From an optimization exercise on the open Yosys and OpenROAD flow, aimed at small area, a short achievable clock period and few clock cycles per item; shortcuts taken in it are not production practice.
In this exercise RTL edits were held to simulation tests only and were not proved equivalent to the original.
Power figures rest on the tool's default switching activity, not on a simulated workload.

## flow/config.mk

```make
export PLATFORM = sky130hd
export DESIGN_NAME = sliding_window_extremum_detector
export DESIGN_NICKNAME = sliding_window_extremum_detector
export VERILOG_FILES = /design/flow/design.v
export SDC_FILE = /design/flow/constraint.sdc
export NUM_CORES = 4
export LEC_CHECK = 0
export CAP_MARGIN = 20
export CORE_MARGIN = 2
export CORE_UTILIZATION = 55
export SETUP_SLACK_MARGIN = 2.9
export SLEW_MARGIN = 20
```

## flow/constraint.sdc

```tcl
create_clock -name core_clock -period 5.0 [get_ports {clk}]
set_input_delay 1.0000 -clock core_clock [delete_from_list [all_inputs] [get_ports {clk}]]
set_output_delay 1.0000 -clock core_clock [all_outputs]
set_load 0.01 [all_outputs]
```

## flow/design.v

```verilog
package swx_pkg;
  localparam int MAX_HALF_WINDOW = 15;
  localparam int HALF_BITS       = 4;
  localparam int RING_DEPTH      = 2 * MAX_HALF_WINDOW + 1;
  localparam int SLOT_BITS       = $clog2(RING_DEPTH + 1);
  localparam int PRICE_BITS      = 32;
  localparam int STAMP_BITS      = 64;
  localparam int VERDICT_BITS    = 2;
  localparam logic [VERDICT_BITS-1:0] VERDICT_REGULAR = 2'd0;
  localparam logic [VERDICT_BITS-1:0] VERDICT_MINIMA  = 2'd1;
  localparam logic [VERDICT_BITS-1:0] VERDICT_MAXIMA  = 2'd2;
  localparam logic KIND_TICK  = 1'b0;
  localparam logic KIND_CLEAR = 1'b1;
  typedef struct packed {
    logic start;
    logic cmp_en;
  } judge_ctrl_t;
endpackage
module swx_ram #(
  parameter int WIDTH = 32,
  parameter int DEPTH = 31
) (
  input  logic                     clk,
  input  logic                     we,
  input  logic [$clog2(DEPTH)-1:0] waddr,
  input  logic [WIDTH-1:0]         wdata,
  input  logic                     re,
  input  logic [$clog2(DEPTH)-1:0] raddr,
  output logic [WIDTH-1:0]         rdata
);
  logic [WIDTH-1:0] mem [DEPTH];
  always_ff @(posedge clk) begin
    if (we) begin
      mem[waddr] <= wdata;
    end
    if (re) begin
      rdata <= mem[raddr];
    end
  end
endmodule
module swx_judge #(
  parameter int N = 30
) (
  input  logic signed [swx_pkg::PRICE_BITS-1:0]   now,
  input  logic [N*swx_pkg::PRICE_BITS-1:0]        past,
  output logic [N-1:0]                            hi_lower,
  output logic [N-1:0]                            hi_higher,
  output logic [N-1:0]                            lo_lower,
  output logic [N-1:0]                            lo_higher
);
  localparam int PB = swx_pkg::PRICE_BITS;
  localparam int HB = PB / 2;
  logic signed [HB-1:0] now_hi;
  logic        [HB-1:0] now_lo;
  logic signed [HB-1:0] x_hi [N];
  logic        [HB-1:0] x_lo [N];
  assign now_hi = now[PB-1:HB];
  assign now_lo = now[HB-1:0];
  always_comb begin
    for (int k = 0; k < N; k++) begin
      x_hi[k]      = past[k*PB+HB +: HB];
      x_lo[k]      = past[k*PB +: HB];
      hi_lower[k]  = x_hi[k] < now_hi;
      hi_higher[k] = x_hi[k] > now_hi;
      lo_lower[k]  = x_lo[k] < now_lo;
      lo_higher[k] = x_lo[k] > now_lo;
    end
  end
endmodule
module sliding_window_extremum_detector
(
  input  logic                           clk,
  input  logic                           rst,
  input  logic                           in_valid,
  output logic                           in_ready,
  input  logic                           kind,
  input  logic signed [swx_pkg::PRICE_BITS-1:0]   price,
  input  logic signed [swx_pkg::STAMP_BITS-1:0]   stamp,
  output logic                           out_valid,
  input  logic                           out_ready,
  output logic [swx_pkg::VERDICT_BITS-1:0]        verdict,
  output logic signed [swx_pkg::PRICE_BITS-1:0]   price_out,
  output logic signed [swx_pkg::STAMP_BITS-1:0]   stamp_out,
  input  logic                           cfg_we,
  input  logic [swx_pkg::HALF_BITS-1:0]           cfg_data
);
  localparam int PB    = swx_pkg::PRICE_BITS;
  localparam int NPAST = 2 * swx_pkg::MAX_HALF_WINDOW;    
  logic [swx_pkg::HALF_BITS-1:0] half_window;
  logic [swx_pkg::HALF_BITS-1:0] half_clamped;
  logic [PB-1:0]                 win [NPAST];     
  logic [NPAST:0]                count;
  logic [NPAST-1:0]              cap_mask;        
  logic [NPAST-1:0]              cap_clamped;     
  logic                          s1_valid;
  logic                          s1_fresh;        
  logic [swx_pkg::STAMP_BITS-1:0] s1_stamp;
  logic [swx_pkg::VERDICT_BITS-1:0] s1_kept;
  logic [NPAST-1:0]              cmp_hi_lower;
  logic [NPAST-1:0]              cmp_hi_higher;
  logic [NPAST-1:0]              cmp_lo_lower;
  logic [NPAST-1:0]              cmp_lo_higher;
  logic                          s1_move;
  logic                          s1_free;         
  logic                          s1_busy;         
  logic                          take;            
  logic                          s1_valid_n;
  logic                          out_valid_n;
  logic                          accept;
  logic                          tick;
  logic                          clear;
  logic                          report;
  logic [NPAST-1:0]              hi_lower;
  logic [NPAST-1:0]              hi_higher;
  logic [NPAST-1:0]              lo_lower;
  logic [NPAST-1:0]              lo_higher;
  logic [NPAST-1:0]              held;
  logic [NPAST-1:0]              lower;
  logic [NPAST-1:0]              higher;
  logic [swx_pkg::VERDICT_BITS-1:0] judged;
  logic [swx_pkg::VERDICT_BITS-1:0] s1_verdict;
  logic [NPAST*PB-1:0]           past;
  assign s1_move  = !out_valid || out_ready;
  assign in_ready = s1_free || out_ready;
  assign take     = in_valid && (!s1_busy || out_ready);
  assign accept   = take;
  assign tick     = take && (kind == swx_pkg::KIND_TICK);
  assign clear    = take && (kind == swx_pkg::KIND_CLEAR);
  always_comb begin
    report = 1'b0;
    for (int k = 1; k <= swx_pkg::MAX_HALF_WINDOW; k++) begin
      if (int'(half_window) == k) begin
        report = count[k-1];
      end
    end
  end
  always_comb begin
    for (int k = 0; k < NPAST; k++) begin
      cap_clamped[k] = (k < 2 * int'(half_clamped));
    end
  end
  always_comb begin
    priority if (cfg_data == '0) begin
      half_clamped = swx_pkg::HALF_BITS'(1);
    end else if (cfg_data > swx_pkg::HALF_BITS'(swx_pkg::MAX_HALF_WINDOW)) begin
      half_clamped = swx_pkg::HALF_BITS'(swx_pkg::MAX_HALF_WINDOW);
    end else begin
      half_clamped = cfg_data;
    end
  end
  assign held   = count[NPAST:1] & cap_mask;
  assign lower  = held & (cmp_hi_lower  | (~cmp_hi_higher & cmp_lo_lower));
  assign higher = held & (cmp_hi_higher | (~cmp_hi_lower  & cmp_lo_higher));
  always_comb begin
    if (lower == '0) begin
      judged = swx_pkg::VERDICT_MINIMA;
    end else if (higher == '0) begin
      judged = swx_pkg::VERDICT_MAXIMA;
    end else begin
      judged = swx_pkg::VERDICT_REGULAR;
    end
  end
  assign s1_verdict = s1_fresh ? judged : s1_kept;
  assign s1_valid_n  = (!s1_busy || out_ready) ? (tick && report) : s1_valid;
  assign out_valid_n = s1_move ? s1_valid : out_valid;
  always_ff @(posedge clk) begin
    if (rst) begin
      half_window <= swx_pkg::HALF_BITS'(1);
      cap_mask    <= NPAST'(3);
      count       <= '0;
      s1_valid    <= 1'b0;
      s1_fresh    <= 1'b0;
      s1_free     <= 1'b1;
      s1_busy     <= 1'b0;
      out_valid   <= 1'b0;
    end else begin
      if (cfg_we) begin
        half_window <= half_clamped;
        cap_mask    <= cap_clamped;
        count       <= '0;
      end else if (clear) begin
        count       <= '0;
      end else if (tick) begin
        count       <= {count[NPAST-1:0], 1'b1};
      end
      s1_valid  <= s1_valid_n;
      out_valid <= out_valid_n;
      s1_free   <= !(s1_valid_n && out_valid_n);
      s1_busy   <= s1_valid_n && out_valid_n;
      s1_fresh  <= !s1_busy || out_ready;
    end
  end
  always_ff @(posedge clk) begin
    if (take) begin
      win[0] <= price;
      for (int k = 1; k < NPAST; k++) begin
        win[k] <= win[k-1];
      end
    end
    cmp_hi_lower  <= hi_lower;
    cmp_hi_higher <= hi_higher;
    cmp_lo_lower  <= lo_lower;
    cmp_lo_higher <= lo_higher;
    s1_kept       <= s1_verdict;
    if (!s1_busy || out_ready) begin
      s1_stamp <= stamp;
    end
    if (s1_move) begin
      verdict   <= s1_verdict;
      price_out <= win[0];
      stamp_out <= s1_stamp;
    end
  end
  always_comb begin
    for (int k = 0; k < NPAST; k++) begin
      past[k*PB +: PB] = win[k];
    end
  end
  swx_judge #(
    .N (NPAST)
  ) u_judge (
    .now       (price),
    .past      (past),
    .hi_lower  (hi_lower),
    .hi_higher (hi_higher),
    .lo_lower  (lo_lower),
    .lo_higher (lo_higher)
  );
endmodule
```

## flow/run.sh

```bash
#!/bin/bash
# synth_recipe.tcl (not shown) runs the flow's synth.tcl, then flattens the netlist and writes it again
# the make line also repeats each setting of config.mk as NAME=value (left out here)
make -C /OpenROAD-flow-scripts/flow DESIGN_CONFIG=/design/flow/config.mk WORK_HOME=/design/flow/orfs CLKGATE_MAP_FILE= SYNTH_SCRIPT=/design/flow/synth_recipe.tcl finish
```

==> flow_summary_export.csv, run 1 <==
group,metric,value,unit
run_status,status,"complete, no violations",
drt,drc,0,
job,drv_cap,0,
pwr,p_comb_frac,0.132,
pwr,pwr-share-seq,0.475,
synthesis,synthFlopType,"edfxtp_1",
final_layout,post-route-util,0.7309,
sta,min_period,2.648,ns
floorplan,num_rows,121,
synthesis,async_flop_share,0,
clocking,cts_root_buf,"clkbuf_16",
synthesis,ys_ff_latch,1298,
sta,skew,0.02386,ns
setup_path,cp-start-kind,"register",
synthesis,ys_types,55,
clocking,htreeDepth,4,
pwr,p_clk_frac,0.393,
setup_path,worst_setup_path_end_kind,"register",
drt,num_vias,38340,
floorplan,dieArea,113200,sq um
setup_path,worstPathMaxFanout,2,
grt,first_global_vias,40500,
synthesis,synthTopCellsByArea,"edfxtp_1 (55%), ha_1 (20%), dfxtp_1 (5.8%), a21oi_1 (2.1%), a21o_1 (1.8%)",
setup_path,crit_buf_inv,0,
grt,grt_pass1_wl,224.1,mm
drt,avgRoutedWirePerCell,23.13,um
synthesis,yosys.area.top_type_share,0.5541,
floorplan,io_pins,206,
sta,timing.final.hold_violations,0,
setup_path,crit_chain,"nor2b_4 -> o211ai_1 -> o2111ai_2 -> nor4_2 -> nand2_1 -> a32o_2",
final_layout,fin_area,79890,sq um
placed_design,hpwl,98.71,mm
synthesis,ys_warn_count,5,
synthesis,synth_area,60810,sq um
sta,rsz0062_at_grt,"true",
synthesis,syn_avg_cell_area,14.55,sq um
drt,totalWireLength,149.9,mm
clocking,clk_latency,0.75,ns
floorplan,initial_utilization,0.5563,
final_layout,drive_gt1_frac,0.2914,
sta,worst_pin_slew,1.062,ns
placed_design,io_buffers,205,
grt,grt_usage,0.2627,
synthesis,synth_commonest_cells,"edfxtp_1 (1122), ha_1 (960), a21oi_1 (256), dfxtp_1 (176), nand4_1 (173)",
setup_path,slowest_stage,"o211ai_1",
floorplan,die_x,336.5,um
final_layout,antenna_cells,0,
grt,grt-ovfl-total,0,
setup_path,crit_type,"register to register",
pwr,p_sw_frac,0.2412,
sta,fmax,377.6,MHz
synthesis,synth_seq_area_share,0.6120,
clocking,cts_sinks,1298,
placed_design,place_area,65730,sq um
pwr,power.leakage,30.69,nW
synthesis,synth-edff-count,1122,
sta,timing.final.ws_setup,2.352,ns
final_layout,layout.nets,5950,
clocking,cts_tree,"built",
drt,postRouteAntennaNets,0,
sta,finalSetupTns,0,ns
setup_path,critical-path-top-delay-family,"compound AO/OA/AOI/OAI gates",
drt,drtPass1Iterations,5,
grt,grt_max_degree,81,
final_layout,syn2layout_area_growth,31.37,%
sta,min_period_over_period,0.5297,
sta,drv_slew,0,
setup_path,critPathMaxStageDelay,0.83,ns
min_path,hold_class,"register to register",
pwr,power_switching,0.006595,W
placed_design,gp_congestion,0.9275,
drt,via_per_inst,5.916,
pwr,ir_drop,0.2890,mV
clocking,clk_pin_slew,0.06,ns
clocking,hold_buffers,0,
floorplan,coreArea,109300,sq um
grt,antenna_found_initial,1,
synthesis,syn-num-nets,5246,
clocking,clk_path_buf_depth,3,
pwr,powerDensity,342.3,nW/um^2
setup_path,worstPathArrival,3.14,ns
synthesis,synth_most_common_cell,"edfxtp_1",
synthesis,netlist_instances,4180,
floorplan,die_h,336.5,um
placed_design,pre_cts_slack,0.8807,ns
sta,slew_headroom,0.2887,
setup_path,crit_required,5.50,ns
clocking,cts_buffers,143,
drt,first_iter_violations,2363,
pwr,p_int,0.02075,W
synthesis,synth.largest_area_cell,"edfxtp_1",
sta,finalSetupViolCount,0,
## metrics by stage
| step | hold WS, ns | total power (W) | instances |
|---|---|---|---|
| 5_1_grt | 0.4028 | 0.02835 | 6480 |
| 6_report | 0.4138 | 0.02735 | 6480 |
| 4_1_cts | 0.3835 | 0.02730 | 6436 |
| 2_1_floorplan | 0.4003 | 0.01482 | 4180 |
| 3_5_place_dp | 0.4045 | 0.01573 | 5946 |
| 3_3_place_gp | 0.4002 | 0.01562 | 5946 |
## path summary, 6_finish.rpt
| path | from | end | slack, ns | depth (start not counted) |
|---|---|---|---|---|
| setup / recovery | cmp_lo_lower[28]$_DFF_P_ | verdict[1]$_DFFE_PN_ | 2.35 | 6 |
| hold / removal | s1_stamp[59]$_DFFE_PN_ | stamp_out[59]$_DFFE_PN_ | 0.41 | 0 |
| setup reg to reg | cmp_lo_lower[28]$_DFF_P_ | verdict[1]$_DFFE_PN_ | 2.35 | 6 |
| hold reg to reg | s1_stamp[59]$_DFFE_PN_ | stamp_out[59]$_DFFE_PN_ | 0.41 | 0 |
## area by class of cell
| cell class | instances | area (sq um) |
|---|---|---|
| Sequential cell | 1298 | 37220 |
| Fill cell | 6930 | 29420 |
| Multi-Input combinational cell | 2691 | 28760 |
| Timing Repair Buffer | 581 | 6460 |
| Clock buffer | 206 | 4219 |
| Tap cell | 1476 | 1847 |
| Inverter | 167 | 757.0 |
| Clock inverter | 59 | 603.1 |
| Timing Repair inverter | 2 | 15.01 |
## what timing repair did
| item | CTS | global route |
|---|---|---|
| endpoints found under the setup margin | 1349 | 675 |
| cloned | 25 | 2 |
| endpoints found under the hold margin | 0 | 0 |
| buffers inserted | 200 | 42 |
| gates resized for setup | 1450 | 220 |
| pin swaps | 403 | 230 |
## flip-flops by register name (all words and copies together) (netlist names), 2 cells and up
register,cells
cmp_hi_higher,30
half_window,3
cmp_hi_lower,30
price_out,32
stamp_out,64
win,960
count,31
cmp_lo_lower,30
s1_stamp,64
cmp_lo_higher,30
verdict,2
s1_kept,2
cap_mask,15
## routing by layer
layer | wire length, um | vias up | GRT usage
met4 | 3874 | 0 | 0.07760
li1 | - | 18170 | -
met1 | 63980 | 19180 | 0.3352
met5 | 0 | - | 0
met2 | 75250 | 762 | 0.4588
met3 | 6808 | 220 | 0.04555
## power by group through the flow
stage	combinational, W	clock, W	sequential [W]
2_1_floorplan	0.00162	0	0.0132
3_3_place_gp	0.00250	0	0.0131
3_5_place_dp	0.00258	0	0.0132
4_1_cts	0.00339	0.0109	0.0130
5_1_grt	0.00398	0.0113	0.0130
6_report	0.00362	0.0107	0.0130
## logic make-up (layout without fill, tap and decap cells)
family	after synthesis	in the layout	share of synthesized area
multiplexers	16	16	0.002880
buffers and inverters	191	1015	0.01193
AO/OA/AOI/OAI	920	920	0.1054
adder cells (fa/ha/maj)	960	960	0.1975
flip-flops	1298	1298	0.6120
AND/OR/NAND/NOR	795	795	0.07024
## cells in the final DEF, fill, tap and decap left out, types with 85 or more instances in the layout
| cell type | n |
|---|---|
| edfxtp_1 | 1122 |
| ha_1 | 691 |
| ha_4 | 261 |
| nand4_1 | 173 |
| buf_4 | 172 |
| dfxtp_1 | 171 |
| a21oi_1 | 160 |
| clkbuf_16 | 156 |
| a21o_1 | 145 |
| inv_1 | 135 |
| nor2_1 | 135 |
| nor2b_1 | 110 |
| buf_2 | 102 |
| o211ai_1 | 100 |
| a21oi_2 | 93 |
| o21a_1 | 85 |
Testbench counts, summed over its fixed seeds: cycles 9,680, items 9,600.
==> inputs of run 2 (changes only) <==
--- a/flow/config.mk
+++ b/flow/config.mk
@@ -8,5 +8,5 @@
 export CAP_MARGIN = 20
 export CORE_MARGIN = 2
 export CORE_UTILIZATION = 55
-export SETUP_SLACK_MARGIN = 2.9
+export SETUP_SLACK_MARGIN = 2.7
 export SLEW_MARGIN = 20
==> run 2 against run 1 <==
  * Sequential power is essentially flat
  * Count of clock-buffer cells in the layout fell by 5
  * Cell area fell by 4.5%
  * Combinational power decreased by about 10%
  * Die area unchanged
  * Critical endpoint unchanged
  * Highest routed layer is now met5
==> flow_summary_export.csv, run 2 <==
group,metric,value,unit
run_status,status,"complete, no violations",
sta,rsz0062_at_grt,"true",
final_layout,multiInputGateArea,26380,sq um
setup_path,worstPathArrival,2.94,ns
grt,grt_max_degree,66,
pwr,p_total,0.02688,W
drt,first_iter_violations,2600,
sta,fmax,408.5,MHz
final_layout,largest_reg_flops,960,
synthesis,synthTopCellsByArea,"edfxtp_1 (55%), ha_1 (20%), dfxtp_1 (5.8%), a21oi_1 (2.1%), a21o_1 (1.8%)",
setup_path,worstPathMaxFanout,2,
setup_path,crit_required,5.49,ns
floorplan,die_h,336.5,um
synthesis,synthFlopType,"edfxtp_1",
clocking,clk_pin_slew,0.06,ns
sta,timing.final.hold_violations,0,
sta,drv_slew,0,
synthesis,synth.largest_area_cell,"edfxtp_1",
sta,skew,0.02077,ns
final_layout,reg.largest.list,"win: 960 flops, s1_stamp: 64 flops, stamp_out: 64 flops",
final_layout,mostFrequentLayoutCell,"edfxtp_1",
final_layout,num-fill-cells,7395,
final_layout,syn2layout_area_growth,25.48,%
synthesis,syn_avg_cell_area,14.55,sq um
drt,postRouteAntennaNets,0,
grt,antenna_found_initial,4,
drt,totalWireLength,147.5,mm
clocking,clk_path_buf_depth,3,
final_layout,top_register,"win",
synthesis,ys_warn_count,5,
sta,slew_headroom,0.3758,
clocking,htreeDepth,4,
drt,drc,0,
final_layout,drive_gt1_frac,0.2255,
synthesis,ys_types,55,
grt,grt_usage,0.2520,
drt,num_vias,37900,
synthesis,synth_commonest_cells,"edfxtp_1 (1122), ha_1 (960), a21oi_1 (256), dfxtp_1 (176), nand4_1 (173)",
clocking,cts_buffers,143,
pwr,powerDensity,352.2,nW/um^2
final_layout,layout.nets,5876,
final_layout,antenna_cells,0,
sta,finalSetupViolCount,0,
sta,min_period_over_period,0.4896,
sta,min_period,2.448,ns
pwr,ir_drop,0.3377,mV
final_layout,regArea,37230,sq um
synthesis,ys_ff_latch,1298,
grt,first_global_vias,39310,
placed_design,io_buffers,205,
sta,worst_pin_slew,0.9363,ns
clocking,cts_sinks,1298,
placed_design,gp_congestion,0.8640,
job,drv_cap,0,
synthesis,synth_seq_area_share,0.6120,
floorplan,io_pins,206,
pwr,power.leakage,29.97,nW
clocking,cts_root_buf,"clkbuf_16",
clocking,cts_tree,"built",
synthesis,async_flop_share,0,
synthesis,syn-num-nets,5246,
floorplan,initial_utilization,0.5563,
floorplan,dieArea,113200,sq um
synthesis,synth-edff-count,1122,
sta,timing.final.ws_setup,2.552,ns
sta,finalSetupTns,0,ns
synthesis,yosys.area.top_type_share,0.5541,
clocking,clk_latency,0.76,ns
min_path,hold_class,"register to register",
floorplan,coreArea,109300,sq um
synthesis,netlist_instances,4180,
placed_design,pre_cts_slack,0.7667,ns
drt,drtPass1Iterations,5,
synthesis,synth_area,60810,sq um
final_layout,final_cell_mix,"edfxtp_1 (1122), ha_1 (825), a21oi_1 (195), nand4_1 (173), dfxtp_1 (172)",
drt,avgRoutedWirePerCell,23.05,um
floorplan,die_x,336.5,um
setup_path,crit_type,"register to register",
drt,via_per_inst,5.923,
placed_design,hpwl,100.0,mm
setup_path,cp-start-kind,"register",
grt,grt_pass1_wl,214.3,mm
grt,grt-ovfl-total,0,
synthesis,synth_most_common_cell,"edfxtp_1",
clocking,hold_buffers,0,
floorplan,num_rows,121,
setup_path,worst_setup_path_end_kind,"register",
## run 2: what timing repair did
item | in CTS | in global routing
gates cloned | 10 | 12
pin swaps | 142 | 210
buffers inserted | 111 | 53
setup endpoints to repair | 1289 | 754
resized for setup | 875 | 304
## run 2: layout make-up
type | count | area share
well taps | 1476 | 0.02420
clock inverters | 57 | 0.007756
multi-input cells | 2691 | 0.3457
repair buffers | 509 | 0.07028
flip-flops and latches | 1298 | 0.4878
inverters | 167 | 0.009723
clock buffers | 201 | 0.05450
## run 2: path summary, 6_finish.rpt
path | startpoint | to | slack (ns) | depth (start not counted)
max reg2reg | cmp_lo_lower[12]$_DFF_P_ | verdict[1]$_DFFE_PN_ | 2.55 | 6
max | cmp_lo_lower[12]$_DFF_P_ | verdict[1]$_DFFE_PN_ | 2.55 | 6
min | s1_stamp[30]$_DFFE_PN_ | stamp_out[30]$_DFFE_PN_ | 0.41 | 0
min reg2reg | s1_stamp[30]$_DFFE_PN_ | stamp_out[30]$_DFFE_PN_ | 0.41 | 0
## run 2: critical path: stages (launching register included)
cell and delay, ns:
dfxtp_2 0.34, nor2b_1 0.13, o211ai_1 0.45, nand4_1 0.40
nor4_2 0.41, nand2_1 0.14, a32o_2 0.31
## run 2: cell families (layout without fill, tap and decap cells)
kind of cell             Yosys count  in the layout  synth area share
flip-flops                      1298           1298            0.6120
adder cells (fa/ha/maj)          960            960            0.1975
AO/OA/AOI/OAI                    920            920            0.1054
AND/OR/NAND/NOR                  795            795           0.07024
buffers and inverters            191            934           0.01193
multiplexers                      16             16          0.002880
## run 2: per-layer routing
metal  track usage  share of wire
met1        0.3204           0.44
met2        0.4338           0.48
met3       0.04273          0.048
met4       0.09033          0.031
met5       0.01021         0.0011
## run 2: where the power goes
part / internal [W] / switching (W)
Sequential: 0.0125 / 0.000436
Clock: 0.00640 / 0.00426
Combinational: 0.00151 / 0.00175
## run 2: through the flow
stage	utilization	cell area [sq um]	instances	hold slack (ns)
finish	0.6981	76310	6399	0.4114
global route	0.6981	76310	6399	0.4038
CTS	0.6754	73830	6334	0.3892
detailed placement	0.6043	66050	5955	0.4054
global placement	0.6043	66050	5955	0.4000
floorplan	-	61070	4180	0.4003
==> inputs of run 3 (changes only) <==
--- a/flow/config.mk
+++ b/flow/config.mk
@@ -5,8 +5,9 @@
 export SDC_FILE = /design/flow/constraint.sdc
 export NUM_CORES = 4
 export LEC_CHECK = 0
+export ABC_CLOCK_PERIOD_IN_PS = 2400
 export CAP_MARGIN = 20
 export CORE_MARGIN = 2
 export CORE_UTILIZATION = 55
-export SETUP_SLACK_MARGIN = 2.7
+export SETUP_SLACK_MARGIN = 2.6
 export SLEW_MARGIN = 20
==> run 3 against run 2 <==
  * Synthesized area unchanged
  * Sequential share of layout area up 1.2 points
  * Total power is 0.95% lower
==> flow_summary_export.csv, run 3 <==
group,metric,value,unit
run_status,status,"complete, no violations",
sta,min_period_over_period,0.4873,
synthesis,ys_ff_latch,1298,
synthesis,synth_most_common_cell,"edfxtp_1",
sta,rsz0062_at_grt,"true",
sta,slew_headroom,0.3770,
final_layout,final_cell_mix,"edfxtp_1 (1122), ha_1 (891), a21oi_1 (227), dfxtp_1 (174), nand4_1 (173)",
floorplan,die_h,336.5,um
placed_design,gp_congestion,0.8640,
sta,timing.final.hold_violations,0,
clocking,clk_latency,0.75,ns
clocking,htreeDepth,4,
sta,timing.final.ws_setup,2.564,ns
synthesis,syn-num-nets,5246,
final_layout,largest_reg_flops,960,
floorplan,initial_utilization,0.5563,
setup_path,worstPathArrival,2.92,ns
drt,first_iter_violations,2400,
pwr,power_switching,0.006318,W
drt,avgRoutedWirePerCell,22.60,um
floorplan,die_x,336.5,um
synthesis,netlist_instances,4180,
synthesis,synth.largest_area_cell,"edfxtp_1",
pwr,p_comb_frac,0.114,
pwr,p_int,0.02030,W
final_layout,syn2layout_area_growth,22.36,%
pwr,p_sw_frac,0.2373,
drt,drtPass1Iterations,6,
placed_design,io_buffers,205,
synthesis,syn_avg_cell_area,14.55,sq um
synthesis,synthTopCellsByArea,"edfxtp_1 (55%), ha_1 (20%), dfxtp_1 (5.8%), a21oi_1 (2.1%), a21o_1 (1.8%)",
synthesis,yosys.area.top_type_share,0.5541,
final_layout,post-route-util,0.6807,
final_layout,top_register,"win",
clocking,cts_root_buf,"clkbuf_16",
grt,grt-ovfl-total,0,
sta,min_period,2.436,ns
grt,first_global_vias,39060,
sta,skew,0.01900,ns
drt,num_vias,37390,
synthesis,async_flop_share,0,
setup_path,cp-start-kind,"register",
final_layout,layout.nets,5830,
synthesis,synthFlopType,"edfxtp_1",
clocking,cts_sinks,1298,
grt,grt_pass1_wl,211.9,mm
sta,worst_pin_slew,0.9345,ns
clocking,clk_pin_slew,0.06,ns
drt,totalWireLength,143.6,mm
sta,finalSetupTns,0,ns
final_layout,drive_gt1_frac,0.1819,
synthesis,synth_commonest_cells,"edfxtp_1 (1122), ha_1 (960), a21oi_1 (256), dfxtp_1 (176), nand4_1 (173)",
grt,antenna_found_initial,3,
synthesis,synth-edff-count,1122,
placed_design,hpwl,100.0,mm
pwr,p_clk_frac,0.400,
drt,postRouteAntennaNets,0,
synthesis,synth_seq_area_share,0.6120,
setup_path,rrSetupSlack,2.56,ns
floorplan,num_rows,121,
placed_design,pre_cts_slack,0.7667,ns
clocking,cts_tree,"built",
clocking,hold_buffers,0,
min_path,hold_class,"register to register",
pwr,pwr-share-seq,0.486,
setup_path,crit_type,"register to register",
pwr,ir_drop,0.3427,mV
grt,grt_max_degree,66,
clocking,clk_path_buf_depth,3,
drt,drc,0,
synthesis,ys_types,55,
final_layout,antenna_cells,0,
sta,drv_slew,0,
grt,grt_usage,0.2488,
setup_path,worst_setup_path_end_kind,"register",
pwr,powerDensity,357.7,nW/um^2
floorplan,io_pins,206,
pwr,power.leakage,29.51,nW
synthesis,ys_warn_count,5,
job,drv_cap,0,
setup_path,crit_required,5.49,ns
final_layout,mostFrequentLayoutCell,"edfxtp_1",
sta,finalSetupViolCount,0,
setup_path,worstPathMaxFanout,2,
synthesis,synth_area,60810,sq um
floorplan,coreArea,109300,sq um
pwr,p_total,0.02662,W
floorplan,dieArea,113200,sq um
final_layout,reg.largest.list,"win: 960 flops, s1_stamp: 64 flops, stamp_out: 64 flops",
sta,fmax,410.4,MHz
drt,via_per_inst,5.885,
clocking,cts_buffers,143,
[run 3: cell counts after synthesis]
Identical to the previous run, type by type.
[run 3: stage by stage]
stage	instance area, sq um	hold slack [ns]	instances
2_1_floorplan	61070	0.4003	4180
3_3_place_gp	66050	0.4000	5955
3_5_place_dp	66050	0.4054	5955
4_1_cts	73310	0.4132	6313
5_1_grt	74410	0.4038	6353
6_report	74410	0.4109	6353
[run 3: cell families after synthesis]
group	Yosys count	share of synthesized area
mux	16	0.002880
compound gates	920	0.1054
flops	1298	0.6120
fa+ha+maj	960	0.1975
simple gates	795	0.07024
buf+inv	191	0.01193
[run 3: critical path, stage by stage (launching register included)]
cell and delay (ns):
dfxtp_1 0.35, nor2b_1 0.14, o211ai_1 0.44, nand4_1 0.37
nor4_2 0.40, nand2_1 0.13, a32o_2 0.33
[run 3: area by class of cell]
type                       count  area [sq um]
clock buffer                 201          4159
clock inverter                57         591.8
fill                        7641         34900
inverter                     167         742.0
multi-input combinational   2691         24960
sequential                  1298         37220
tap                         1476          1847
timing repair buffer         463          4891
[run 3: per-layer routing]
layer,vias to the layer above,track usage,part of all wire
li1,17900,-,-
met1,18540,0.3126,0.44
met2,713,0.4308,0.49
met3,234,0.04268,0.045
met4,2,0.09185,0.031
met5,-,0.01021,0.0011
[run 3: final timing paths]
path | from | to | cells past startpoint
setup / recovery | cmp_lo_lower[12]$_DFF_P_ | verdict[1]$_DFFE_PN_ | 6
setup reg to reg | cmp_lo_lower[12]$_DFF_P_ | verdict[1]$_DFFE_PN_ | 6
hold reg to reg | s1_stamp[30]$_DFFE_PN_ | stamp_out[30]$_DFFE_PN_ | 0
hold / removal | s1_stamp[30]$_DFFE_PN_ | stamp_out[30]$_DFFE_PN_ | 0
[run 3: power groups by stage]
stage | combinational, W | clock, W | sequential (W)
after detailed placement | 0.00261 | 0 | 0.0132
after global routing | 0.00338 | 0.0112 | 0.0130
after global placement | 0.00252 | 0 | 0.0131
after CTS | 0.00290 | 0.0108 | 0.0129
after floorplan | 0.00164 | 0 | 0.0132
final | 0.00303 | 0.0107 | 0.0129
[run 3: timing repair]
item / CTS / global route
pin swaps: 91 / 94
buffers inserted: 93 / 32
endpoints found under the setup margin: 1060 / 166
resized for setup: 651 / 184
gates cloned: 7 / 8
==> inputs of run 4 (changes only) <==
==> flow/flow/run.sh (new file) <==
#!/bin/bash
set -o pipefail
export CTS_ARGS="-sink_clustering_enable -repair_clock_nets -dont_use_dummy_load"
bash standard.sh finish > standard.log 2>&1
==> flow/standard.sh (new file) <==
#!/bin/bash
# synth_recipe.tcl (not shown) runs the flow's synth.tcl, then flattens the netlist and writes it again
# the make line also repeats each setting of config.mk as NAME=value (left out here)
make -C /OpenROAD-flow-scripts/flow DESIGN_CONFIG=/design/flow/config.mk WORK_HOME=/design/flow/orfs CLKGATE_MAP_FILE= SYNTH_SCRIPT=/design/flow/synth_recipe.tcl "${@:-finish}"
--- a/flow/config.mk
+++ b/flow/config.mk
@@ -5,7 +5,6 @@
 export SDC_FILE = /design/flow/constraint.sdc
 export NUM_CORES = 4
 export LEC_CHECK = 0
-export ABC_CLOCK_PERIOD_IN_PS = 2400
 export CAP_MARGIN = 20
 export CORE_MARGIN = 2
 export CORE_UTILIZATION = 55
removed: flow/run.sh
==> run 4 against run 3 <==
  * Still clean
  * Combinational power about the same
  * Worst hold slack about the same
  * Total power decreased by 6.7%
  * Wire length decreased by 1.1%
  * Count of clock-buffer cells in the layout decreased by 58
  * Synthesized cell count unchanged
  * Core utilization decreased by 1.1 points
  * First-iteration DRC count decreased by 2.9%
  * Maximum frequency decreased by 1.4%
  * Critical path type unchanged
  * Largest cell class unchanged
==> flow_summary_export.csv, run 4 <==
group,metric,value,unit
final_layout,regArea,37220,sq um
pwr,pwr-share-seq,0.522,
grt,grt_usage,0.2458,
grt,grt_pass1_wl,209.9,mm
synthesis,ys_warn_count,5,
setup_path,worstPathMaxFanout,2,
placed_design,gp_congestion,0.8640,
drt,postRouteAntennaNets,0,
drt,drc,0,
run_status,status,"complete, no violations",
placed_design,hpwl,100.0,mm
synthesis,synthFlopType,"edfxtp_1",
grt,grt-ovfl-total,0,
sta,finalSetupTns,0,ns
synthesis,synth_commonest_cells,"edfxtp_1 (1122), ha_1 (960), a21oi_1 (256), dfxtp_1 (176), nand4_1 (173)",
synthesis,synthTopCellsByArea,"edfxtp_1 (55%), ha_1 (20%), dfxtp_1 (5.8%), a21oi_1 (2.1%), a21o_1 (1.8%)",
clocking,clk_pin_slew,0.06,ns
synthesis,yosys.area.top_type_share,0.5541,
final_layout,final_cell_mix,"edfxtp_1 (1122), ha_1 (884), a21oi_1 (226), dfxtp_1 (174), nand4_1 (173)",
placed_design,pre_cts_slack,0.7667,ns
clocking,cts_tree,"built",
sta,rsz0062_at_grt,"true",
sta,drv_slew,0,
drt,drtPass1Iterations,5,
clocking,cts_buffers,143,
floorplan,io_pins,206,
synthesis,syn-num-nets,5246,
clocking,hold_buffers,0,
grt,antenna_found_initial,6,
synthesis,async_flop_share,0,
drt,first_iter_violations,2330,
final_layout,drive_gt1_frac,0.1726,
setup_path,crit_type,"register to register",
synthesis,syn_avg_cell_area,14.55,sq um
sta,min_period,2.472,ns
job,drv_cap,0,
sta,min_period_over_period,0.4943,
final_layout,multiInputGateArea,25080,sq um
grt,grt_max_degree,66,
sta,worst_pin_slew,0.9324,ns
synthesis,synth_seq_area_share,0.6120,
clocking,cts_sinks,1298,
drt,avgRoutedWirePerCell,22.83,um
sta,finalSetupViolCount,0,
floorplan,coreArea,109300,sq um
synthesis,ys_ff_latch,1298,
final_layout,reg.largest.list,"win: 960 flops, s1_stamp: 64 flops, stamp_out: 64 flops",
floorplan,num_rows,121,
sta,skew,0.05092,ns
setup_path,crit_buf_inv,0,
final_layout,num-fill-cells,7774,
synthesis,synth.largest_area_cell,"edfxtp_1",
pwr,power_switching,0.005926,W
synthesis,synth_area,60810,sq um
final_layout,layout.nets,5814,
pwr,ir_drop,0.3685,mV
drt,totalWireLength,142.1,mm
final_layout,syn2layout_area_growth,20.45,%
final_layout,mostFrequentLayoutCell,"edfxtp_1",
sta,timing.final.hold_violations,0,
clocking,cts_root_buf,"clkbuf_16",
placed_design,dp.cells,5955,
min_path,hold_class,"register to register",
floorplan,initial_utilization,0.5563,
sta,slew_headroom,0.3784,
placed_design,place_area,66050,sq um
final_layout,top_register,"win",
setup_path,crit_chain,"nor2b_1 -> o211ai_1 -> nand4_1 -> nor4_2 -> nand2_1 -> a32o_2",
setup_path,slowest_stage,"o211ai_1",
setup_path,critPathMaxStageDelay,0.45,ns
pwr,power.leakage,28.88,nW
setup_path,worst_setup_path_end_kind,"register",
floorplan,dieArea,113200,sq um
pwr,p_sw_frac,0.2387,
sta,timing.final.ws_setup,2.528,ns
synthesis,ys_types,55,
grt,first_global_vias,38660,
final_layout,antenna_cells,0,
clocking,clk_path_buf_depth,3,
placed_design,io_buffers,205,
synthesis,synth_most_common_cell,"edfxtp_1",
final_layout,fin_area,73250,sq um
setup_path,critical-path-top-delay-family,"simple AND/OR/NAND/NOR gates",
pwr,p_comb_frac,0.122,
sta,fmax,404.6,MHz
setup_path,crit_required,5.47,ns
drt,via_per_inst,5.949,
synthesis,netlist_instances,4180,
synthesis,synth-edff-count,1122,
pwr,powerDensity,338.9,nW/um^2
clocking,htreeDepth,4,
floorplan,die_x,336.5,um
final_layout,largest_reg_flops,960,
pwr,p_clk_frac,0.357,
drt,num_vias,37020,
clocking,clk_latency,0.75,ns
setup_path,worstPathArrival,2.94,ns
setup_path,cp-start-kind,"register",
floorplan,die_h,336.5,um
final_layout,layout.cells.non_filler,6222,
pwr,p_int,0.01890,W
-- run 4: cell count changes in the layout (fill, tap and decap cells not counted), sizes merged --
cell | before | now
buf | 299 | 276
bufbuf | 3 | 4
bufinv | 12 | 0
clkbuf | 228 | 170
clkdlybuf4s15 | 53 | 57
clkinv | 41 | 0
clkinvlp | 29 | 27
dlygate4sd2 | 4 | 6
inv | 142 | 140
-- run 4: through the flow --
step / hold slack [ns] / total power, W / utilization
detailed placement: 0.4054 / 0.01577 / 0.6043
finish: 0.4106 / 0.02483 / 0.6701
floorplan: 0.4003 / 0.01484 / -
global placement: 0.4000 / 0.01565 / 0.6043
CTS: 0.4046 / 0.02488 / 0.6597
global route: 0.4105 / 0.02580 / 0.6701
-- run 4: kinds of logic (layout without fill, tap and decap cells) --
kind of cell | Yosys count | count (layout) | synth area share
DFF | 1298 | 1298 | 0.6120
buffers and inverters | 191 | 757 | 0.01193
adders and majority gates | 960 | 960 | 0.1975
muxes | 16 | 16 | 0.002880
and+or+nand+nor | 795 | 795 | 0.07024
AOI/OAI and AO/OA | 920 | 920 | 0.1054
-- run 4: final cells by class --
| type | count | area share |
|---|---|---|
| clock buffers | 143 | 0.04885 |
| well taps | 1476 | 0.02521 |
| multi-input cells | 2691 | 0.3424 |
| inverters | 167 | 0.01008 |
| flip-flops and latches | 1298 | 0.5082 |
| repair buffers | 447 | 0.06527 |
-- run 4: worst reg2reg max path, stage by stage, from the launching register on --
cell      delay (ns)
dfxtp_1         0.35
nor2b_1         0.14
o211ai_1        0.45
nand4_1         0.38
nor4_2          0.41
nand2_1         0.12
a32o_2          0.33
-- run 4: path summary, 6_finish.rpt --
kind                                          startpoint                       to  slack, ns  depth (start not counted)
worst max-delay path            cmp_lo_lower[12]$_DFF_P_     verdict[1]$_DFFE_PN_       2.53                          6
worst min-delay path              s1_stamp[51]$_DFFE_PN_  stamp_out[51]$_DFFE_PN_       0.41                          0
worst max register to register  cmp_lo_lower[12]$_DFF_P_     verdict[1]$_DFFE_PN_       2.53                          6
worst min register to register    s1_stamp[51]$_DFFE_PN_  stamp_out[51]$_DFFE_PN_       0.41                          0
-- run 4: what timing repair did --
action                     in CTS  in global routing
gates cloned                    6                  7
setup endpoints to repair    1100                128
pin swaps                      87                102
resized for setup             627                205
setup buffers                  91                 20
-- run 4: per-layer routing --
layer	global-route usage	wire [um]	part of all wire	vias up
met5	0	13	0.000092	-
met1	0.3118	62120	0.44	18360
met3	0.04014	6063	0.043	218
li1	-	-	-	17760
met4	0.08169	3877	0.027	2
met2	0.4291	69980	0.49	674
-- run 4: power groups by stage --
stage	sequential [W]	combinational, W	clock, W
CTS	0.0129	0.00289	0.00905
global route	0.0130	0.00338	0.00942
detailed placement	0.0132	0.00261	0
global placement	0.0131	0.00252	0
floorplan	0.0132	0.00164	0
finish	0.0129	0.00302	0.00885
==> inputs of run 5 (changes only) <==
--- a/flow/design.v
+++ b/flow/design.v
@@ -44,9 +44,9 @@
   input  logic signed [swx_pkg::PRICE_BITS-1:0]   now,
   input  logic [N*swx_pkg::PRICE_BITS-1:0]        past,
   output logic [N-1:0]                            hi_lower,
-  output logic [N-1:0]                            hi_higher,
+  output logic [N-1:0]                            hi_equal,
   output logic [N-1:0]                            lo_lower,
-  output logic [N-1:0]                            lo_higher
+  output logic [N-1:0]                            lo_equal
 );
   localparam int PB = swx_pkg::PRICE_BITS;
   localparam int HB = PB / 2;
@@ -61,9 +61,9 @@
       x_hi[k]      = past[k*PB+HB +: HB];
       x_lo[k]      = past[k*PB +: HB];
       hi_lower[k]  = x_hi[k] < now_hi;
-      hi_higher[k] = x_hi[k] > now_hi;
+      hi_equal[k]  = x_hi[k] == now_hi;
       lo_lower[k]  = x_lo[k] < now_lo;
-      lo_higher[k] = x_lo[k] > now_lo;
+      lo_equal[k]  = x_lo[k] == now_lo;
     end
   end
 endmodule
@@ -97,9 +97,9 @@
   logic [swx_pkg::STAMP_BITS-1:0] s1_stamp;
   logic [swx_pkg::VERDICT_BITS-1:0] s1_kept;
   logic [NPAST-1:0]              cmp_hi_lower;
-  logic [NPAST-1:0]              cmp_hi_higher;
+  logic [NPAST-1:0]              cmp_hi_equal;
   logic [NPAST-1:0]              cmp_lo_lower;
-  logic [NPAST-1:0]              cmp_lo_higher;
+  logic [NPAST-1:0]              cmp_lo_equal;
   logic                          s1_move;
   logic                          s1_free;         
   logic                          s1_busy;         
@@ -111,9 +111,9 @@
   logic                          clear;
   logic                          report;
   logic [NPAST-1:0]              hi_lower;
-  logic [NPAST-1:0]              hi_higher;
+  logic [NPAST-1:0]              hi_equal;
   logic [NPAST-1:0]              lo_lower;
-  logic [NPAST-1:0]              lo_higher;
+  logic [NPAST-1:0]              lo_equal;
   logic [NPAST-1:0]              held;
   logic [NPAST-1:0]              lower;
   logic [NPAST-1:0]              higher;
@@ -149,8 +149,9 @@
     end
   end
   assign held   = count[NPAST:1] & cap_mask;
-  assign lower  = held & (cmp_hi_lower  | (~cmp_hi_higher & cmp_lo_lower));
-  assign higher = held & (cmp_hi_higher | (~cmp_hi_lower  & cmp_lo_higher));
+  assign lower  = held & (cmp_hi_lower | (cmp_hi_equal & cmp_lo_lower));
+  assign higher = held & (~(cmp_hi_lower | cmp_hi_equal) |
+                          (cmp_hi_equal & ~(cmp_lo_lower | cmp_lo_equal)));
   always_comb begin
     if (lower == '0) begin
       judged = swx_pkg::VERDICT_MINIMA;
@@ -197,10 +198,10 @@
         win[k] <= win[k-1];
       end
     end
-    cmp_hi_lower  <= hi_lower;
-    cmp_hi_higher <= hi_higher;
-    cmp_lo_lower  <= lo_lower;
-    cmp_lo_higher <= lo_higher;
+    cmp_hi_lower <= hi_lower;
+    cmp_hi_equal <= hi_equal;
+    cmp_lo_lower <= lo_lower;
+    cmp_lo_equal <= lo_equal;
     s1_kept       <= s1_verdict;
     if (!s1_busy || out_ready) begin
       s1_stamp <= stamp;
@@ -221,9 +222,9 @@
   ) u_judge (
     .now       (price),
     .past      (past),
-    .hi_lower  (hi_lower),
-    .hi_higher (hi_higher),
-    .lo_lower  (lo_lower),
-    .lo_higher (lo_higher)
+    .hi_lower (hi_lower),
+    .hi_equal (hi_equal),
+    .lo_lower (lo_lower),
+    .lo_equal (lo_equal)
   );
 endmodule
==> flow/run.sh (new file) <==
#!/bin/bash
# synth_recipe.tcl (not shown) runs the flow's synth.tcl, then flattens the netlist and writes it again
# the make line also repeats each setting of config.mk as NAME=value (left out here)
make -C /OpenROAD-flow-scripts/flow DESIGN_CONFIG=/design/flow/config.mk WORK_HOME=/design/flow/orfs CLKGATE_MAP_FILE= SYNTH_SCRIPT=/design/flow/synth_recipe.tcl finish
--- a/flow/config.mk
+++ b/flow/config.mk
@@ -5,6 +5,7 @@
 export SDC_FILE = /design/flow/constraint.sdc
 export NUM_CORES = 4
 export LEC_CHECK = 0
+export ABC_CLOCK_PERIOD_IN_PS = 2400
 export CAP_MARGIN = 20
 export CORE_MARGIN = 2
 export CORE_UTILIZATION = 55
removed: flow/flow/run.sh
removed: flow/standard.sh
==> run 5 against run 4 <==
  * Clock power up 16%
  * Clock skew down 0.035 ns
  * Still clean
  * Synthesized cell count up 0.55%
  * Critical endpoint is now in_ready
  * Critical path type is now input pin to output port
  * Count of clock-buffer cells in the layout up 59
==> flow_summary_export.csv, run 5 <==
group,metric,value,unit
setup_path,crit_type,"input pin to output port",
drt,postRouteAntennaNets,0,
clocking,cts_sinks,1298,
final_layout,final_cell_mix,"edfxtp_1 (1122), ha_1 (935), a21oi_1 (257), nor2_1 (215), dfxtp_1 (174)",
sta,finalSetupTns,0,ns
run_status,status,"complete, no violations",
sta,fmax,407.8,MHz
drt,avgRoutedWirePerCell,21.46,um
synthesis,syn-num-nets,5269,
grt,grt_usage,0.2349,
final_layout,top_register,"win",
synthesis,synth_most_common_cell,"edfxtp_1",
grt,grt_max_degree,100,
min_path,min-delay-start,"s1_stamp[55]$_DFFE_PN_",
grt,antenna_found_initial,2,
job,drv_cap,0,
setup_path,r2r-start,"cmp_lo_lower[2]$_DFF_P_",
sta,timing.hold.ws,0.4103,ns
synthesis,synthTopCellsByArea,"edfxtp_1 (56%), ha_1 (20%), dfxtp_1 (5.8%), a21oi_1 (2.3%), a21o_1 (1.9%)",
synthesis,synth_fa_ha_area_frac,0.1991,
synthesis,yosys.area.top_type_share,0.5584,
clocking,clk_path_buf_depth,3,
floorplan,io_pins,206,
grt,grt_pass1_wl,201.0,mm
synthesis,synth.largest_area_cell,"edfxtp_1",
setup_path,critical-path-top-delay-family,"simple AND/OR/NAND/NOR gates",
final_layout,layout.cells.non_filler,6229,
sta,worst_pin_slew,1.005,ns
clocking,clk_pin_slew,0.06,ns
setup_path,critPathMaxStageDelay,0.23,ns
pwr,ir_drop,0.2777,mV
synthesis,async_flop_share,0,
placed_design,gp_congestion,0.8687,
clocking,cts_buffers,142,
sta,min_period_over_period,0.4904,
synthesis,synth_top_family_by_area,"adder cells",
clocking,clk_latency,0.74,ns
pwr,power.leakage,28.63,nW
synthesis,syn_avg_cell_area,14.36,sq um
min_path,hold_class,"register to register",
setup_path,worst_setup_path_end_kind,"output port",
synthesis,synthFlopType,"edfxtp_1",
sta,min_period,2.452,ns
sta,timing.final.hold_violations,0,
final_layout,reg.largest.list,"win: 960 flops, s1_stamp: 64 flops, stamp_out: 64 flops",
synthesis,ys_types,46,
final_layout,layout.nets,5765,
sta,drv_slew,0,
final_layout,post-route-util,0.6577,
final_layout,num-fill-cells,7931,
synthesis,ys_ff_latch,1298,
pwr,powerDensity,360.4,nW/um^2
synthesis,ys_warn_count,5,
drt,first_iter_violations,2195,
setup_path,worstPathArrival,1.45,ns
floorplan,coreArea,108900,sq um
clocking,cts_root_buf,"clkbuf_16",
drt,totalWireLength,133.7,mm
setup_path,worstPathMaxFanout,3,
floorplan,die_x,335.2,um
sta,rsz0062_at_grt,"true",
final_layout,mostFrequentLayoutCell,"edfxtp_1",
final_layout,multiInputGateArea,23610,sq um
final_layout,regArea,37220,sq um
synthesis,synth_area,60330,sq um
placed_design,place_area,64920,sq um
drt,drtPass1Iterations,5,
final_layout,antenna_cells,0,
synthesis,netlist_instances,4203,
final_layout,fin_area,71600,sq um
setup_path,crit_buf_inv,2,
drt,drc,0,
floorplan,dieArea,112400,sq um
grt,first_global_vias,38100,
final_layout,drive_gt1_frac,0.1283,
setup_path,cp-start-kind,"input pin",
synthesis,synth-compound-area-share,0.09311,
setup_path,crit_chain,"buf_8 -> or2_4 -> buf_6",
drt,num_vias,36630,
setup_path,crit_required,4.00,ns
placed_design,hpwl,92.94,mm
clocking,cts_tree,"built",
drt,via_per_inst,5.880,
sta,skew,0.01557,ns
floorplan,initial_utilization,0.5543,
synthesis,synth_xor_area_frac,0,
grt,grt-ovfl-total,0,
sta,finalSetupViolCount,0,
floorplan,die_h,335.2,um
synthesis,synth-edff-count,1122,
clocking,htreeDepth,4,
synthesis,yosys.area_share.simple,0.07746,
synthesis,synth_commonest_cells,"edfxtp_1 (1122), ha_1 (960), a21oi_1 (276), nor2_1 (223), dfxtp_1 (176)",
placed_design,io_buffers,205,
floorplan,num_rows,121,
sta,slew_headroom,0.3298,
setup_path,slowest_stage,"or2_4",
setup_path,critical_path.startpoint,"out_ready",
synthesis,synth_seq_area_share,0.6168,
final_layout,syn2layout_area_growth,18.67,%
placed_design,dp.cells,5877,
final_layout,largest_reg_flops,960,
synthesis,synthMuxAreaShare,0.005433,
run 5: cell count changes in the layout (fill, tap and decap cells not counted), sizes merged, moves of 26 or more:
| cell | before | now |
|---|---|---|
| a2111oi | 52 | 23 |
| nand2 | 88 | 143 |
| buf | 276 | 195 |
| nor2b | 123 | 83 |
| o21a | 85 | 119 |
| clkbuf | 170 | 216 |
| nor2 | 161 | 223 |
| o22ai | 22 | 48 |
| clkinv | 0 | 49 |
| nor4 | 8 | 42 |
| o211ai | 101 | 53 |
| inv | 140 | 86 |
run 5: through the flow:
step                total power (W)  setup slack, ns
floorplan                   0.01468           -12.37
global placement            0.01542            1.153
detailed placement          0.01553            1.121
CTS                         0.02599            2.528
global route                0.02685            2.508
finish                      0.02580            2.548
run 5: cells by family after synthesis:
group / count (synthesis)
AO/OA/AOI/OAI: 874
adder cells (fa/ha/maj): 960
buffers and inverters: 128
flip-flops: 1298
multiplexers: 29
AND/OR/NAND/NOR: 914
run 5: worst paths after layout:
check,slack (ns),end,depth (start not counted)
setup / recovery,2.55,in_ready,3
hold / removal,0.41,stamp_out[55]$_DFFE_PN_,0
setup reg to reg,2.62,verdict[1]$_DFFE_PN_,6
hold reg to reg,0.41,stamp_out[55]$_DFFE_PN_,0
run 5: power breakdown:
group,total [W],switching [W],internal (W)
registers,0.0128,0.000355,0.0125
logic,0.00270,0.00152,0.00117
clock network,0.0103,0.00418,0.00611
total,0.0258,0.00606,0.0197
run 5: cell type report:
cell class                 count  area share
sequential                  1298      0.5198
multi-input combinational   2777      0.3298
clock buffer                 202     0.05776
timing repair buffer         370     0.05403
tap                         1414     0.02471
inverter                     104    0.006815
clock inverter                58    0.006466
timing repair inverter         6   0.0006291
run 5: worst reg2reg max path, cell delays in order, from the launching register on:
cell     delay (ns)
dfxtp_1        0.39
nor2_1         0.09
a21oi_2        0.36
o22ai_1        0.24
nor4_1         0.54
nand3_1        0.18
o22ai_2        0.33
run 5: timing repair:
item / in CTS / in global routing
pin swaps: 34 / 39
endpoints found under the setup margin: 1150 / 158
resized for setup: 495 / 124
setup buffers: 68 / 10
cloned: 10 / 4
hold buffers: 0 / 0
run 5: metal layers:
layer  global-route usage  vias to the layer above  part of all wire
met4              0.07242                        0             0.025
li1                     -                    17700                 -
met5                    0                        -                 0
met1               0.2882                    18120              0.43
met2               0.4174                      621              0.50
met3              0.04580                      190             0.046
Testbench counts of run 5, summed over its fixed seeds: cycles 9,680, items 9,600.
==> inputs of run 6 (changes only) <==
==> flow/flow/run.sh (new file) <==
#!/bin/bash
set -o pipefail
export CTS_ARGS="-sink_clustering_enable -repair_clock_nets -dont_use_dummy_load"
bash standard.sh finish > standard.log 2>&1
==> flow/standard.sh (new file) <==
#!/bin/bash
# synth_recipe.tcl (not shown) runs the flow's synth.tcl, then flattens the netlist and writes it again
# the make line also repeats each setting of config.mk as NAME=value (left out here)
make -C /OpenROAD-flow-scripts/flow DESIGN_CONFIG=/design/flow/config.mk WORK_HOME=/design/flow/orfs CLKGATE_MAP_FILE= SYNTH_SCRIPT=/design/flow/synth_recipe.tcl "${@:-finish}"
--- a/flow/config.mk
+++ b/flow/config.mk
@@ -5,9 +5,9 @@
 export SDC_FILE = /design/flow/constraint.sdc
 export NUM_CORES = 4
 export LEC_CHECK = 0
-export ABC_CLOCK_PERIOD_IN_PS = 2400
 export CAP_MARGIN = 20
 export CORE_MARGIN = 2
 export CORE_UTILIZATION = 55
+export PLACE_DENSITY = 0.7
 export SETUP_SLACK_MARGIN = 2.6
 export SLEW_MARGIN = 20
removed: flow/run.sh
==> run 6 against run 5 <==
  * Clock power shrank 16%
  * Sequential power about the same
  * Register-to-register slack improved by 0.07 ns
  * Clock skew rose by 0.033 ns
  * Count of clock-buffer cells in the layout decreased by 62
  * Sequential share of layout area up 0.99 points
  * Combinational power is essentially flat
  * Non-clock buffer count increased by 1
  * Cell area shrank 1.9%
  * Critical endpoint unchanged
  * Still clean on timing, DRC and antenna
  * Die area unchanged
  * Global-route usage increased by 0.28 points
==> flow_summary_export.csv, run 6 <==
group,metric,value,unit
sta,finalSetupViolCount,0,
drt,drtPass1Iterations,5,
final_layout,layout.nets,5764,
pwr,ir_drop,0.3433,mV
final_layout,top_register,"win",
synthesis,yosys.area.top_type_share,0.5584,
sta,skew,0.04817,ns
sta,worst_pin_slew,0.9660,ns
final_layout,mostFrequentLayoutCell,"edfxtp_1",
clocking,clk_path_buf_depth,3,
clocking,cts_tree,"built",
drt,via_per_inst,5.980,
synthesis,synth_seq_area_share,0.6168,
min_path,hold_class,"register to register",
synthesis,synth.largest_area_cell,"edfxtp_1",
final_layout,num-fill-cells,7829,
synthesis,synth_commonest_cells,"edfxtp_1 (1122), ha_1 (960), a21oi_1 (276), nor2_1 (223), dfxtp_1 (176)",
placed_design,hpwl,92.72,mm
clocking,cts_sinks,1298,
clocking,clk_pin_slew,0.06,ns
min_path,min-delay-start,"s1_stamp[53]$_DFFE_PN_",
synthesis,synth-edff-count,1122,
floorplan,num_rows,121,
sta,min_period_over_period,0.4922,
sta,drv_slew,0,
synthesis,ys_warn_count,5,
pwr,power.leakage,28.13,nW
final_layout,final_cell_mix,"edfxtp_1 (1122), ha_1 (943), a21oi_1 (270), nor2_1 (216), dfxtp_1 (176)",
synthesis,ys_ff_latch,1298,
sta,fmax,406.4,MHz
grt,grt_pass1_wl,204.0,mm
sta,rsz0062_at_grt,"true",
setup_path,r2r-start,"cmp_hi_equal[0]$_DFF_P_",
setup_path,rrSetupSlack,2.69,ns
clocking,htreeDepth,4,
setup_path,worst_setup_path_end_kind,"output port",
setup_path,r2r_end,"verdict[1]$_DFFE_PN_",
clocking,clk_latency,0.76,ns
synthesis,netlist_instances,4203,
grt,grt_usage,0.2377,
drt,avgRoutedWirePerCell,22.21,um
synthesis,synthTopCellsByArea,"edfxtp_1 (56%), ha_1 (20%), dfxtp_1 (5.8%), a21oi_1 (2.3%), a21o_1 (1.9%)",
job,drv_cap,0,
final_layout,layout.cells.non_filler,6111,
drt,postRouteAntennaNets,0,
floorplan,io_pins,206,
grt,first_global_vias,38610,
synthesis,syn_avg_cell_area,14.36,sq um
sta,slew_headroom,0.3540,
synthesis,async_flop_share,0,
min_path,hold_path_depth,0,
sta,min_period,2.461,ns
setup_path,crit_type,"input pin to output port",
floorplan,die_x,335.2,um
pwr,powerDensity,344.7,nW/um^2
placed_design,gp_congestion,0.9191,
clocking,cts_root_buf,"clkbuf_16",
synthesis,syn-num-nets,5269,
setup_path,cp-start-kind,"input pin",
final_layout,syn2layout_area_growth,16.45,%
grt,antenna_found_initial,3,
min_path,whs_endpoint,"stamp_out[53]$_DFFE_PN_",
floorplan,die_h,335.2,um
sta,timing.hold.ws,0.4077,ns
final_layout,drive_gt1_frac,0.1156,
synthesis,synthFlopType,"edfxtp_1",
synthesis,synth_most_common_cell,"edfxtp_1",
setup_path,worstPathArrival,1.46,ns
grt,grt-ovfl-total,0,
synthesis,synth_area,60330,sq um
placed_design,io_buffers,205,
run_status,status,"complete, no violations",
synthesis,ys_types,46,
drt,drc,0,
drt,totalWireLength,135.7,mm
floorplan,dieArea,112400,sq um
setup_path,crit_required,4.00,ns
setup_path,worstPathMaxFanout,3,
setup_path,reg2reg_depth,6,
placed_design,dp.cells,5872,
clocking,cts_buffers,140,
final_layout,reg.largest.list,"win: 960 flops, s1_stamp: 64 flops, stamp_out: 64 flops",
final_layout,regArea,37220,sq um
drt,num_vias,36540,
grt,grt_max_degree,96,
final_layout,largest_reg_flops,960,
final_layout,multiInputGateArea,23370,sq um
floorplan,initial_utilization,0.5543,
sta,timing.final.hold_violations,0,
drt,first_iter_violations,2504,
floorplan,coreArea,108900,sq um
sta,finalSetupTns,0,ns
-- run 6: kinds of logic after synthesis --
group / share of synthesized area
DFF: 0.6168
adders and majority gates: 0.1991
AOI/OAI and AO/OA: 0.09311
and+or+nand+nor: 0.07746
muxes: 0.005433
buffers and inverters: 0.008088
-- run 6: layout make-up --
type,count,area share
Antenna cell,1,0.00003562
Tap cell,1414,0.02518
Timing Repair Buffer,371,0.05508
Clock buffer,140,0.04986
Multi-Input combinational cell,2778,0.3327
Timing Repair inverter,5,0.0004986
Sequential cell,1298,0.5297
Inverter,104,0.006928
-- run 6: metal layers --
layer  track usage  part of all wire  up-vias  wire length, um
li1              -                 -    17580                -
met1        0.2851              0.41    17980            56120
met2        0.4203              0.50      764            67760
met3       0.05688             0.060      211             8159
met4       0.07633             0.027        4             3641
met5             0           0.00022        -               30
-- run 6: stage by stage --
step	power, W	util	setup WS [ns]	instance area [sq um]
after floorplan	0.01468	-	-12.37	60370
after global placement	0.01538	0.5954	1.205	64810
after detailed placement	0.01552	0.5954	1.142	64810
after CTS	0.02433	0.6392	2.481	69580
after global routing	0.02521	0.6454	2.528	70250
final	0.02421	0.6454	2.539	70260
-- run 6: how the worst max path moves through the flow --
stage                    from               endpoint  slack [ns]  cells after the start
floorplan           out_ready    win[0][0]$_DFFE_PP_      -12.37                      5
global placement    out_ready  win[29][24]$_DFFE_PP_        1.20                      7
detailed placement  out_ready  win[29][24]$_DFFE_PP_        1.14                      7
CTS                 out_ready               in_ready        2.48                      3
global route        out_ready               in_ready        2.53                      3
finish              out_ready               in_ready        2.54                      3
-- run 6: report_power, final --
part	internal (W)	total (W)	switching (W)
logic	0.00117	0.00270	0.00153
registers	0.0125	0.0128	0.000367
clock network	0.00489	0.00869	0.00380
-- run 6: timing repair --
action / in CTS / in global routing
pin swaps: 15 / 31
gates resized for setup: 501 / 124
cloned: 13 / 10
endpoints found under the setup margin: 1179 / 893
hold buffers: 0 / 0
setup buffers: 56 / 19
-- run 6: worst max-delay path: stages --
cell	delay, ns
buf_8	0.10
or2_4	0.22
buf_6	0.13
==> inputs of run 7 (changes only) <==
--- a/flow/config.mk
+++ b/flow/config.mk
@@ -8,6 +8,5 @@
 export CAP_MARGIN = 20
 export CORE_MARGIN = 2
 export CORE_UTILIZATION = 55
-export PLACE_DENSITY = 0.7
 export SETUP_SLACK_MARGIN = 2.6
 export SLEW_MARGIN = 20
==> run 7 against run 6 <==
  * Core utilization is 0.27 points higher
  * Synthesized cell count unchanged
  * Sequential power is essentially flat
  * Still clean
  * Critical endpoint unchanged
  * Global-route usage is 0.46 points lower
  * Flip-flop and latch count stayed put
  * Clock skew fell by 0.020 ns
  * Register-to-register slack got worse by 0.02 ns
  * Largest power group unchanged
==> flow_summary_export.csv, run 7 <==
group,metric,value,unit
clocking,clk_pin_slew,0.06,ns
sta,min_period,2.434,ns
grt,grt_pass1_wl,199.5,mm
placed_design,gp_congestion,0.8687,
pwr,power.leakage,28.12,nW
synthesis,yosys.area.top_type_share,0.5584,
clocking,cts_root_buf,"clkbuf_16",
synthesis,synthTopCellsByArea,"edfxtp_1 (56%), ha_1 (20%), dfxtp_1 (5.8%), a21oi_1 (2.3%), a21o_1 (1.9%)",
sta,slew_headroom,0.3405,
floorplan,dieArea,112400,sq um
grt,grt_max_degree,100,
setup_path,worst_setup_path_end_kind,"output port",
drt,drc,0,
final_layout,mostFrequentLayoutCell,"edfxtp_1",
setup_path,r2r-start,"cmp_lo_lower[0]$_DFF_P_",
final_layout,num-fill-cells,8029,
placed_design,hpwl,92.94,mm
setup_path,crit_buf_inv,2,
floorplan,initial_utilization,0.5543,
sta,drv_slew,0,
synthesis,synth_area,60330,sq um
synthesis,syn-num-nets,5269,
pwr,ir_drop,0.2724,mV
clocking,hold_buffers,0,
final_layout,top_register,"win",
pwr,powerDensity,344.0,nW/um^2
synthesis,synth.largest_area_cell,"edfxtp_1",
grt,grt_usage,0.2331,
drt,avgRoutedWirePerCell,21.75,um
clocking,cts_buffers,142,
synthesis,async_flop_share,0,
floorplan,io_pins,206,
synthesis,synthFlopType,"edfxtp_1",
final_layout,layout.nets,5761,
final_layout,syn2layout_area_growth,16.93,%
sta,finalSetupTns,0,ns
setup_path,critical_path.startpoint,"out_ready",
floorplan,num_rows,121,
min_path,hold_class,"register to register",
clocking,cts_sinks,1298,
floorplan,die_h,335.2,um
synthesis,syn_avg_cell_area,14.36,sq um
final_layout,largest_reg_flops,960,
placed_design,io_buffers,205,
drt,drtPass1Iterations,5,
setup_path,slowest_stage,"or2_4",
synthesis,ys_ff_latch,1298,
run_status,status,"complete, no violations",
final_layout,antenna_cells,0,
synthesis,synth_seq_area_share,0.6168,
floorplan,coreArea,108900,sq um
drt,via_per_inst,5.942,
synthesis,synth_most_common_cell,"edfxtp_1",
drt,totalWireLength,132.8,mm
synthesis,synth_commonest_cells,"edfxtp_1 (1122), ha_1 (960), a21oi_1 (276), nor2_1 (223), dfxtp_1 (176)",
placed_design,pre_cts_slack,1.121,ns
synthesis,synth-edff-count,1122,
setup_path,worstPathMaxFanout,3,
setup_path,worstPathArrival,1.43,ns
final_layout,drive_gt1_frac,0.1138,
final_layout,reg.largest.list,"win: 960 flops, s1_stamp: 64 flops, stamp_out: 64 flops",
sta,timing.final.ws_setup,2.566,ns
clocking,clk_latency,0.74,ns
setup_path,cp-start-kind,"input pin",
sta,skew,0.02813,ns
drt,first_iter_violations,1984,
sta,min_period_over_period,0.4868,
clocking,htreeDepth,4,
floorplan,die_x,335.2,um
sta,worst_pin_slew,0.9893,ns
grt,grt-ovfl-total,0,
setup_path,critical-path-top-delay-family,"buffers and inverters",
sta,finalSetupViolCount,0,
grt,antenna_found_initial,2,
setup_path,crit_required,4.00,ns
final_layout,final_cell_mix,"edfxtp_1 (1122), ha_1 (941), a21oi_1 (256), nor2_1 (214), dfxtp_1 (175)",
min_path,min-delay-start,"s1_stamp[24]$_DFFE_PN_",
drt,postRouteAntennaNets,0,
clocking,clk_path_buf_depth,3,
setup_path,critPathMaxStageDelay,0.22,ns
setup_path,crit_type,"input pin to output port",
sta,timing.final.hold_violations,0,
synthesis,ys_warn_count,5,
setup_path,crit_chain,"buf_8 -> or2_4 -> buf_6",
drt,num_vias,36290,
clocking,cts_tree,"built",
sta,fmax,410.8,MHz
job,drv_cap,0,
sta,rsz0062_at_grt,"true",
grt,first_global_vias,37740,
synthesis,netlist_instances,4203,
synthesis,ys_types,46,
run 7: cell counts after synthesis:
No cell type changed its count.
run 7: final cells by class:
type | count | area [sq um] | share of cell area
sequential | 1298 | 37220 | 0.5275
multi-input combinational | 2777 | 23560 | 0.3340
timing repair buffer | 366 | 3914 | 0.05548
clock buffer | 142 | 3553 | 0.05037
tap | 1414 | 1769 | 0.02508
inverter | 104 | 490.5 | 0.006952
timing repair inverter | 6 | 45.04 | 0.0006385
run 7: through the flow:
stage / cells / hold slack [ns] / util / total power, W / instance area, sq um
after floorplan: 4203 / 0.4003 / - / 0.01468 / 60370
after global placement: 5877 / 0.4004 / 0.5964 / 0.01542 / 64920
after detailed placement: 5877 / 0.4045 / 0.5964 / 0.01553 / 64920
after CTS: 6088 / 0.4099 / 0.6422 / 0.02444 / 69900
after global routing: 6107 / 0.4128 / 0.6481 / 0.02528 / 70550
final: 6107 / 0.4070 / 0.6481 / 0.02427 / 70550
run 7: repair_timing:
| action | 4_1_cts | 5_1_grt |
|---|---|---|
| hold endpoints to repair | 0 | 0 |
| setup endpoints to repair | 1172 | 217 |
| gates cloned | 10 | 6 |
| setup buffers | 59 | 13 |
| resized for setup | 431 | 144 |
| pin swaps | 22 | 35 |
run 7: final timing paths:
path,endpoint,slack [ns],cells past startpoint
max,in_ready,2.57,3
min,stamp_out[24]$_DFFE_PN_,0.41,0
max reg2reg,verdict[1]$_DFFE_PN_,2.67,6
min reg2reg,stamp_out[24]$_DFFE_PN_,0.41,0
run 7: cell families after synthesis:
family,Yosys count,synth area share
AOI/OAI and AO/OA,874,0.09311
adders and majority gates,960,0.1991
buffers and inverters,128,0.008088
DFF,1298,0.6168
muxes,29,0.005433
and+or+nand+nor,914,0.07746
run 7: report_power, final:
part           internal (W)  total, W  leakage (nW)  switching [W]
logic               0.00117   0.00269          13.8        0.00152
registers            0.0125    0.0128          12.6       0.000353
clock network       0.00496   0.00876          1.75        0.00380
run 7: layer usage:
layer | global-route usage | part of all wire
met4 | 0.07509 | 0.028
met2 | 0.4138 | 0.50
met5 | 0 | 0
met1 | 0.2853 | 0.42
met3 | 0.04493 | 0.048

static timing again, ports no longer ideal:
The results above use ideal ports. As a check the final layouts listed here were re-extracted and re-timed, cells and wires unchanged.
Step 1, drivers: a clkbuf_16 drives clk and a buf_2 each remaining input, both assumed.
Step 2 adds t to the input delays and takes it off the output delays; t is the mean of the earliest and latest rising clock arrival at the registers after step 1. Input paths then give back, and output paths get back, about the clock's delay inside the block.
Three values: no drivers, after step 1, after step 2; two values: the first two.
run	t (ns)	setup WS [ns]	slew at the worst register clock pin (ns)
run 1	0.810	2.352 / 2.352 / 1.808	0.06 / 0.06
run 2	0.822	2.552 / 2.515 / 1.764	0.06 / 0.06
run 3	0.820	2.564 / 2.516 / 1.814	0.06 / 0.06
run 4	0.794	2.528 / 2.515 / 1.833	0.06 / 0.06
run 5	0.800	2.548 / 2.499 / 1.828	0.06 / 0.06
run 6	0.798	2.539 / 2.477 / 1.834	0.06 / 0.06
run 7	0.790	2.566 / 2.517 / 1.844	0.06 / 0.06
After both steps setup and hold are still met in every run listed. For run 2, which loses most, drivers alone change the setup slack by -0.037 ns; drivers and shift together by -0.788 ns.
